This is an optimization exercise on Yosys and OpenROAD, whose aim is small area, a short achievable clock period and few clock cycles per item, not a production implementation.
In this exercise RTL edits were held to simulation tests only and were not proved equivalent to the original.
Power and IR drop assume default switching activity.

==> inputs of pepper <==
Design height_color_map_shade, start of the top module:
module height_color_map_shade #(
  parameter int unsigned MAX_ENTRIES = 7
) (
  input  logic              clk_i,
  input  logic              rst_ni,
  input  logic              start,
  output logic              busy,
  input  logic [7:0]        height_level_i,
  output logic              result_valid_o,
  output logic [7:0]        red_o,
  output logic [7:0]        green_o,
  output logic [7:0]        blue_o,
  output logic              table_hit_o,
  input  logic              psel,
  input  logic              penable,
  input  logic              pwrite,
  input  logic [hcms_pkg::ADDR_W-1:0] paddr,
  input  logic [hcms_pkg::DATA_W-1:0] pwdata,
  output logic [hcms_pkg::DATA_W-1:0] prdata,
  output logic              pready
);
  localparam int unsigned QW = hcms_pkg::QUOT_W;
  localparam int unsigned SL = QW + 2;
  logic [2:0]                                   entry_count;
  logic [MAX_ENTRIES-1:0][hcms_pkg::DATA_W-1:0] entries;
  logic [SL:0]                                  vld_q;
  logic [MAX_ENTRIES-1:0]                       sel_d;
  logic [MAX_ENTRIES-1:1]                       nsel_d;
  logic [MAX_ENTRIES-1:0]                       sel0_q;
  logic [MAX_ENTRIES-1:1]                       nsel0_q;
  logic [7:0]                                   lvl0_q;
  logic [2:0]                                   k_d;
  logic [7:0]                                   a_d;
  logic [7:0]                                   d_d;
  logic [7:0]                                   a1_q;
  logic [SL-2:1][2:0]                           k_q;
  logic [SL-1:1][7:0]                           d_q;
  logic [SL-1:2][8:0]                           r_q;
  logic [SL-1:2][QW-1:1]                        n_q;
  logic [SL-1:3][QW-1:0]                        q_q;
  logic [8:0]                                   r_d;
  logic [QW-1:1]                                n_d;
  logic [QW-1:0][8:0]                           step_r;
  logic [QW-1:0]                                step_q;
  logic [23:0]                                  color_d;
  logic [23:0]                                  color_q;
  logic [23:0]                                  part_d;
  logic [23:0]                                  part_q;
  logic                                         q0_q;
  logic                                         miss1_q;
  logic                                         miss_q;
  ...
Settings: LEC_CHECK=0, CAP_MARGIN=20, CORE_MARGIN=2, CORE_UTILIZATION=60, SETUP_SLACK_MARGIN=2.6, SLEW_MARGIN=20; clock period 5.0 ns.
run.sh (not shown) runs the stock make flow with config.mk's settings and CLKGATE_MAP_FILE= SYNTH_SCRIPT=/design/flow/synth_recipe.tcl, a recipe that flattens the netlist after the stock synthesis.
==> nickel: changes against pepper <==
--- a/flow/design.v
+++ b/flow/design.v
@@ -21,31 +21,41 @@
   input  logic [hcms_pkg::DATA_W-1:0]                 pwdata,
   output logic [hcms_pkg::DATA_W-1:0]                 prdata,
   output logic [2:0]                                  entry_count_o,
   output logic [MAX_ENTRIES-1:0][hcms_pkg::DATA_W-1:0] entries_o
 );
   logic [2:0]                                   count_q;
   logic [MAX_ENTRIES-1:0][hcms_pkg::DATA_W-1:0] entry_q;
   logic [2:0]                                   reg_idx;
-  logic                                         wr_en;
+  logic [MAX_ENTRIES:0]                         wr_q;
+  logic                                         access;
   logic [hcms_pkg::DATA_W-1:0]                  rd_d;
   logic [hcms_pkg::DATA_W-1:0]                  rd_q;
   assign reg_idx = paddr[hcms_pkg::ADDR_W-1:2];
-  assign wr_en = psel & penable & pwrite;
+  always_ff @(posedge clk_i or negedge rst_ni) begin
+    if (!rst_ni) begin
+      wr_q <= '0;
+    end else begin
+      for (int i = 0; i <= MAX_ENTRIES; i++) begin
+        wr_q[i] <= psel & ~penable & pwrite & (reg_idx == 3'(i));
+      end
+    end
+  end
+  assign access = psel & penable;
   always_ff @(posedge clk_i or negedge rst_ni) begin
     if (!rst_ni) begin
       count_q <= '0;
       entry_q <= '0;
-    end else if (wr_en) begin
-      if (reg_idx == hcms_pkg::REG_ENTRY_COUNT) begin
+    end else begin
+      if (access & wr_q[0]) begin
         count_q <= pwdata[2:0];
       end
       for (int i = 0; i < MAX_ENTRIES; i++) begin
-        if (reg_idx == 3'(i + 1)) begin
+        if (access & wr_q[i+1]) begin
           entry_q[i] <= pwdata;
         end
       end
     end
   end
   always_comb begin
     rd_d = {{(hcms_pkg::DATA_W-3){1'b0}}, count_q};
     for (int i = 0; i < MAX_ENTRIES; i++) begin
@@ -63,17 +73,18 @@
 endmodule
 module hcms_scan #(
   parameter int unsigned MAX_ENTRIES = 7
 ) (
   input  logic [2:0]                                   entry_count_i,
   input  logic [MAX_ENTRIES-1:0][hcms_pkg::DATA_W-1:0] entries_i,
   input  logic [7:0]                                   lvl_i,
   output logic [MAX_ENTRIES-1:0]                       sel_o,
-  output logic [MAX_ENTRIES-1:1]                       nsel_o
+  output logic [MAX_ENTRIES-1:1]                       nsel_o,
+  output logic                                         top_o
 );
   logic [MAX_ENTRIES-1:0] used;
   logic [MAX_ENTRIES-1:0] reach;
   logic [MAX_ENTRIES:0]   pass;
   always_comb begin
     for (int i = 0; i < MAX_ENTRIES; i++) begin
       used[i]  = 3'(i) < entry_count_i;
       reach[i] = lvl_i >= entries_i[i][31:24];
@@ -84,47 +95,54 @@
     end
     for (int i = 0; i < MAX_ENTRIES - 1; i++) begin
       sel_o[i] = pass[i+1] & ~(used[i+1] & reach[i+1]);
     end
     sel_o[MAX_ENTRIES-1] = pass[MAX_ENTRIES];
     for (int i = 1; i < MAX_ENTRIES; i++) begin
       nsel_o[i] = pass[i] & used[i] & ~reach[i];
     end
+    top_o = ~|nsel_o;
   end
 endmodule
-module hcms_span #(
+module hcms_pick #(
   parameter int unsigned MAX_ENTRIES = 7
 ) (
   input  logic [MAX_ENTRIES-1:0][hcms_pkg::DATA_W-1:0] entries_i,
-  input  logic [7:0]                                   lvl_i,
   input  logic [MAX_ENTRIES-1:0]                       sel_i,
   input  logic [MAX_ENTRIES-1:1]                       nsel_i,
+  input  logic                                         top_i,
   output logic [2:0]                                   k_o,
-  output logic [7:0]                                   a_o,
-  output logic [7:0]                                   d_o
+  output logic [7:0]                                   h_o,
+  output logic [7:0]                                   next_o
 );
-  logic [7:0] h_k;
-  logic [7:0] next;
-  logic [7:0] span;
   always_comb begin
-    h_k  = '0;
-    next = {8{~|nsel_i}};
-    k_o  = {3{~|sel_i}};
+    h_o    = '0;
+    next_o = {8{top_i}};
+    k_o    = {3{~|sel_i}};
     for (int i = 0; i < MAX_ENTRIES; i++) begin
-      h_k = h_k | ({8{sel_i[i]}} & entries_i[i][31:24]);
+      h_o = h_o | ({8{sel_i[i]}} & entries_i[i][31:24]);
       k_o = k_o | ({3{sel_i[i]}} & 3'(i));
     end
     for (int i = 1; i < MAX_ENTRIES; i++) begin
-      next = next | ({8{nsel_i[i]}} & entries_i[i][31:24]);
+      next_o = next_o | ({8{nsel_i[i]}} & entries_i[i][31:24]);
     end
   end
-  assign a_o  = next - lvl_i;
-  assign span = next - h_k;
-  assign d_o  = {span[7:1], span[0] | (&h_k)};
+endmodule
+module hcms_span (
+  input  logic [7:0] lvl_i,
+  input  logic [7:0] h_i,
+  input  logic [7:0] next_i,
+  output logic [7:0] a_o,
+  output logic [7:0] d_o
+);
+  logic [7:0] span;
+  assign a_o  = next_i - lvl_i;
+  assign span = next_i - h_i;
+  assign d_o  = {span[7:1], span[0] | (&h_i)};
 endmodule
 module hcms_num (
   input  logic [7:0] a_i,
   output logic [8:0] r_o,
   output logic [5:1] n_o
 );
   logic [12:0] m;
   assign m   = (13'(a_i) << 4) + (13'(a_i) << 3) + 13'(a_i);
@@ -166,22 +184,33 @@
   output logic [hcms_pkg::DATA_W-1:0] prdata,
   output logic              pready
 );
   localparam int unsigned QW = hcms_pkg::QUOT_W;
   localparam int unsigned SL = QW + 2;
   logic [2:0]                                   entry_count;
   logic [MAX_ENTRIES-1:0][hcms_pkg::DATA_W-1:0] entries;
   logic [SL:0]                                  vld_q;
+  logic [7:0]                                   lvl_q;
+  logic                                         in_vld_q;
+  logic                                         pk_vld_q;
   logic [MAX_ENTRIES-1:0]                       sel_d;
   logic [MAX_ENTRIES-1:1]                       nsel_d;
   logic [MAX_ENTRIES-1:0]                       sel0_q;
   logic [MAX_ENTRIES-1:1]                       nsel0_q;
+  logic                                         top_d;
+  logic                                         top0_q;
   logic [7:0]                                   lvl0_q;
   logic [2:0]                                   k_d;
+  logic [7:0]                                   h_d;
+  logic [7:0]                                   next_d;
+  logic [2:0]                                   kp_q;
+  logic [7:0]                                   hp_q;
+  logic [7:0]                                   nextp_q;
+  logic [7:0]                                   lvlp_q;
   logic [7:0]                                   a_d;
   logic [7:0]                                   d_d;
   logic [7:0]                                   a1_q;
   logic [SL-2:1][2:0]                           k_q;
   logic [SL-1:1][7:0]                           d_q;
   logic [SL-1:2][8:0]                           r_q;
   logic [SL-1:2][QW-1:1]                        n_q;
   logic [SL-1:3][QW-1:0]                        q_q;
@@ -213,42 +242,54 @@
     .paddr         (paddr),
     .pwdata        (pwdata),
     .prdata        (prdata),
     .entry_count_o (entry_count),
     .entries_o     (entries)
   );
   always_ff @(posedge clk_i or negedge rst_ni) begin
     if (!rst_ni) begin
+      in_vld_q  <= 1'b0;
+      pk_vld_q  <= 1'b0;
       vld_q     <= '0;
       out_vld_q <= 1'b0;
     end else begin
-      vld_q     <= {vld_q[SL-1:0], start};
+      in_vld_q  <= start;
+      vld_q     <= {vld_q[SL-1:1], pk_vld_q, in_vld_q};
+      pk_vld_q  <= vld_q[0];
       out_vld_q <= vld_q[SL];
     end
   end
   hcms_scan #(
     .MAX_ENTRIES (MAX_ENTRIES)
   ) u_scan (
     .entry_count_i (entry_count),
     .entries_i     (entries),
-    .lvl_i         (height_level_i),
+    .lvl_i         (lvl_q),
     .sel_o         (sel_d),
-    .nsel_o        (nsel_d)
+    .nsel_o        (nsel_d),
+    .top_o         (top_d)
   );
-  hcms_span #(
+  hcms_pick #(
     .MAX_ENTRIES (MAX_ENTRIES)
-  ) u_span (
+  ) u_pick (
     .entries_i     (entries),
-    .lvl_i         (lvl0_q),
     .sel_i         (sel0_q),
     .nsel_i        (nsel0_q),
+    .top_i         (top0_q),
     .k_o           (k_d),
-    .a_o           (a_d),
-    .d_o           (d_d)
+    .h_o           (h_d),
+    .next_o        (next_d)
+  );
+  hcms_span u_span (
+    .lvl_i  (lvlp_q),
+    .h_i    (hp_q),
+    .next_i (nextp_q),
+    .a_o    (a_d),
+    .d_o    (d_d)
   );
   hcms_num u_num (
     .a_i (a1_q),
     .r_o (r_d),
     .n_o (n_d)
   );
   for (genvar s = 0; s < QW; s++) begin : g_step
     hcms_div u_div (
@@ -266,20 +307,26 @@
     end
     for (int c = 0; c < 3; c++) begin
       logic [8:0] diff;
       diff = {1'b0, color_q[c*8 +: 8]} - 9'(q_q[SL-1]);
       part_d[c*8 +: 8] = diff[8] ? 8'd0 : diff[7:0];
     end
   end
   always_ff @(posedge clk_i) begin
-    lvl0_q <= height_level_i;
+    lvl_q   <= height_level_i;
+    lvl0_q  <= lvl_q;
     sel0_q  <= sel_d;
     nsel0_q <= nsel_d;
-    k_q[1] <= k_d;
+    top0_q  <= top_d;
+    kp_q    <= k_d;
+    hp_q    <= h_d;
+    nextp_q <= next_d;
+    lvlp_q  <= lvl0_q;
+    k_q[1] <= kp_q;
     a1_q   <= a_d;
     d_q[1] <= d_d;
     k_q[2] <= k_q[1];
     d_q[2] <= d_q[1];
     r_q[2] <= r_d;
     n_q[2] <= n_d;
     for (int s = 0; s < QW - 1; s++) begin
       if (s < QW - 2) begin
==> flow/flow/run.sh (new file) <==
#!/bin/bash
set -euo pipefail
export BUFFER_PORTS_ARGS="-buffer_cell sky130_fd_sc_hd__buf_2"
bash standard.sh > flow_standard.log 2>&1
==> flow/standard.sh (new file) <==
#!/bin/bash
# synth_recipe.tcl (not shown) runs the flow's synth.tcl, then flattens the netlist and writes it again
# the make line also repeats each setting of config.mk as NAME=value (left out here)
make -C /OpenROAD-flow-scripts/flow DESIGN_CONFIG=/design/flow/config.mk WORK_HOME=/design/flow/orfs CLKGATE_MAP_FILE= SYNTH_SCRIPT=/design/flow/synth_recipe.tcl "${@:-finish}"
==> flow/config.mk (replaced) <==
export PLATFORM = sky130hd
export DESIGN_NAME = height_color_map_shade
export DESIGN_NICKNAME = height_color_map_shade
export VERILOG_FILES = /design/flow/design.v
export SDC_FILE = /design/flow/constraint.sdc
export NUM_CORES = 4
export LEC_CHECK = 0
export CAP_MARGIN = 10
export CORE_MARGIN = 2
export CORE_UTILIZATION = 60
export CTS_CLUSTER_DIAMETER = 100
export CTS_CLUSTER_SIZE = 25
export SETUP_SLACK_MARGIN = 2.8
export SLEW_MARGIN = 10
removed: flow/run.sh
==> summary of the runs <==
- Against pepper, the register-to-register slack of nickel is better by 0.22 ns.
- In nickel the cell area is lower than in pepper, by 2.4%.
- Against nickel, the die area of pepper is lower by about 5%.
- Of pepper and nickel, pepper has the higher total power (gap about 40%, measured against nickel).
- Of nickel and pepper, nickel has the higher clock skew (gap 0.012 ns).
- In nickel the setup slack is higher than in pepper, by 0.22 ns.
- nickel finished with timing, DRC and antenna clean. pepper went through all stages and came out clean.
- Via count: nickel is smaller than pepper (about 1.5%).
- Between nickel and pepper, the lower clock power is in nickel (gap about 40%, measured against pepper).
- In nickel the synthesized cell count is higher than in pepper, by 1.7%.
Testbench counts of pepper, summed over its fixed seeds: cycles 17,024, items 16,384.
Testbench counts of nickel, summed over its fixed seeds: cycles 17,152, items 16,384.

## separate check: timing with driven ports
The results above use ideal ports. As a check the final layouts listed here were re-extracted and re-timed, cells and wires unchanged. Step 1, drivers: a clkbuf_16 drives clk_i and a buf_2 each remaining input, both assumed. Step 2 adds t to the input delays and takes it off the output delays; t is the mean of the earliest and latest rising clock arrival at the registers after step 1. Input paths then give back, and output paths get back, about the clock's delay inside the block. Slacks: ideal / step 1 / step 2; pairs: ideal / step 1.
run	t, ns	slack for setup (ns)	worst hold slack (ns)	pins driven straight from the clock port
pepper	0.651	2.528 / 2.528 / 1.939	0.322 / 0.322 / 0.322	1
nickel	0.647	2.753 / 2.753 / 2.232	0.319 / 0.319 / 0.319	1
After both steps every run listed still meets setup and hold. For pepper, which loses most, drivers alone change the setup slack by 0.000 ns; drivers and shift together by -0.589 ns.
